Context: an optimization exercise on an open-source flow, tuned for small area, a short achievable clock period and few clock cycles. The choices shown serve that exercise and are no tape-out recipe.
Only simulation tests tie the RTL to the original design; equivalence was not proved.
Power and IR drop assume default switching activity.

== run P ==
// cpu_top
module cpu_top (
    input  logic  clk_i,
    input  logic  rst_i,
    output logic  cyc_o,
    output logic  stb_o,
    output logic  we_o,
    output cpu_pkg::sel_t  sel_o,
    output cpu_pkg::word_t adr_o,
    output cpu_pkg::word_t dat_o,
    input  logic  ack_i,
    input  logic  err_i,
    input  cpu_pkg::word_t dat_i
);
==> flow/config.mk <==
export PLATFORM = sky130hd
export DESIGN_NAME = cpu_top
export DESIGN_NICKNAME = cpu_top
export VERILOG_FILES = /design/flow/design.v
export SDC_FILE = /design/flow/constraint.sdc
export NUM_CORES = 4
export LEC_CHECK = 0
export CAP_MARGIN = 20
export CORE_MARGIN = 2
export CORE_UTILIZATION = 50
export CTS_CLUSTER_DIAMETER = 80
export CTS_CLUSTER_SIZE = 28
export SETUP_SLACK_MARGIN = 5
export SLEW_MARGIN = 20
==> flow/constraint.sdc <==
create_clock -name core_clock -period 10.0 [get_ports {clk_i}]
set_input_delay 2.0000 -clock core_clock [delete_from_list [all_inputs] [get_ports {clk_i}]]
set_output_delay 2.0000 -clock core_clock [all_outputs]
set_load 0.01 [all_outputs]
standard.sh (not shown) runs the stock make flow with config.mk's settings and CLKGATE_MAP_FILE= SYNTH_SCRIPT=/design/flow/synth_recipe.tcl, a recipe that flattens the netlist after the stock synthesis.
==> flow/flow/run.sh <==
#!/bin/bash
set -euo pipefail
bash standard.sh SETUP_SLACK_MARGIN=5.8 "BUFFER_PORTS_ARGS=-buffer_cell sky130_fd_sc_hd__buf_4" finish > standard_flow.log 2>&1
Testbench counts of run P, summed over its fixed seeds: cycles 26,659.
Here is what was changed in the inputs of run M compared with run P.
- CORE_UTILIZATION: 50 -> 40
==> flow/run.sh (new file) <==
#!/bin/bash
# synth_recipe.tcl (not shown) runs the flow's synth.tcl, then flattens the netlist and writes it again
# the make line also repeats each setting of config.mk as NAME=value (left out here)
make -C /OpenROAD-flow-scripts/flow DESIGN_CONFIG=/design/flow/config.mk WORK_HOME=/design/flow/orfs CLKGATE_MAP_FILE= SYNTH_SCRIPT=/design/flow/synth_recipe.tcl finish
removed: flow/flow/run.sh
removed: flow/standard.sh
Notes after the runs:
Run M has completed all stages; timing, DRC and antenna checks passed.
Relative to run P, utilization decreased by 12 points in run M.
Of the two values seen for critical path start-end classification, in2reg was produced by run M and reg2out by run P.
Compared with run P, run M is more frugal on power.
On via count: run M sits below run P.
Of the two values seen for critical path's slowest cell, sky130_fd_sc_hd__clkdlybuf4s50_1 was produced by run M and sky130_fd_sc_hd__mux2_4 by run P.

---

cpu_top again, from the RTL that the note above started with.
==> flow/config.mk <==
export PLATFORM = sky130hd
export DESIGN_NAME = cpu_top
export DESIGN_NICKNAME = cpu_top
export VERILOG_FILES = /design/flow/design.v
export SDC_FILE = /design/flow/constraint.sdc
export NUM_CORES = 4
export LEC_CHECK = 0
export CAP_MARGIN = 20
export CORE_MARGIN = 2
export CORE_UTILIZATION = 58
export CTS_CLUSTER_DIAMETER = 80
export CTS_CLUSTER_SIZE = 28
export SETUP_SLACK_MARGIN = 5
export SLEW_MARGIN = 20
==> flow/constraint.sdc <==
create_clock -name core_clock -period 10.0 [get_ports {clk_i}]
set_input_delay 2.0000 -clock core_clock [delete_from_list [all_inputs] [get_ports {clk_i}]]
set_output_delay 2.0000 -clock core_clock [all_outputs]
set_load 0.01 [all_outputs]
==> flow/flow/run.sh <==
#!/bin/bash
set -euo pipefail
bash standard.sh SETUP_SLACK_MARGIN=5.8 "BUFFER_PORTS_ARGS=-buffer_cell sky130_fd_sc_hd__buf_4" finish > standard_flow.log 2>&1
The baseline finished clean.
Testbench counts at the start, summed over its fixed seeds: cycles 26,659.
==> next run, changes <==
Settings changed: CORE_UTILIZATION 58 to 40, PLACE_DENSITY from default to 0.75.
- The new run ran to the end with no violations
- synthesized area is unchanged
- first-iteration DRC count went down by 9.5%
- power is about the same
- wire length went up by 3.9%
- setup slack gains 0.063 ns
- clock skew is about the same
- fmax went up by 1.4%
- via count went down by 1.3%
- final area went up by 1.9%
- utilization went down by 20 points
==> next run, changes <==
==> flow/flow/run.sh (replaced) <==
#!/bin/bash
set -euo pipefail
bash standard.sh SETUP_SLACK_MARGIN=6.0 "BUFFER_PORTS_ARGS=-buffer_cell sky130_fd_sc_hd__buf_4" finish > standard_flow.log 2>&1
Settings changed: CORE_UTILIZATION 40 to 50, PLACE_DENSITY 0.75 to default.
The new run completed, yet does not pass: capacitance limit, slew limit.
Maximum frequency increases by 1.7%.
Cell area increases by 1.1%.
Routed wire length increases by 3.4%.
Total power increases by 3.2%.
==> next run, changes <==
==> flow/flow/run.sh (replaced) <==
#!/bin/bash
set -euo pipefail
bash standard.sh SETUP_SLACK_MARGIN=5.4 "BUFFER_PORTS_ARGS=-buffer_cell sky130_fd_sc_hd__buf_4" finish > standard_flow.log 2>&1
Settings changed: CORE_UTILIZATION 50 to 40.
What happened:
- The changed run went through all stages and came out clean
- worst hold slack gets worse by 0.0062 ns
- routed wire length came out lower by about 3.2%
- worst setup slack gets worse by 0.45 ns

port drivers added, routing unchanged:
In the flow no input, the clock included, has a driving cell. The finished layouts below were timed again as built, in two steps.
Step 1 sets driving cells, clkbuf_16 on the clock port and buf_2 on the other inputs (assumed; they add their load-dependent delay and slew).
Step 2 moves the port delays by t, midway between the first and last clock arrival at a register: inputs arrive t later, outputs are due t later. That takes back most of the time a late clock gives input paths.
a / b / c = no drivers / after step 1 / after step 2; a / b = the first two.
run | shift t [ns] | setup WS [ns] | worst setup path after step 2 | worst slew at a driven data input, ns
run P | 0.937 | 5.651 / 5.558 / 4.852 | input to register | 0.09
run M | 0.938 | 4.982 / 4.893 / 4.112 | input to register | 0.19
the first run of note 2 | 0.930 | 5.515 / 5.472 / 4.889 | input to register | 0.14
the second run of note 2 | 0.959 | 5.578 / 5.488 / 4.772 | input to register | 0.13
the third run of note 2 | 0.939 | 5.650 / 5.555 / 5.051 | input to register | 0.06
the fourth run of note 2 | 0.965 | 5.197 / 5.197 / 4.491 | input to register | 0.17
For run M, which loses most, drivers alone change the setup slack by -0.089 ns; drivers and shift together by -0.870 ns.
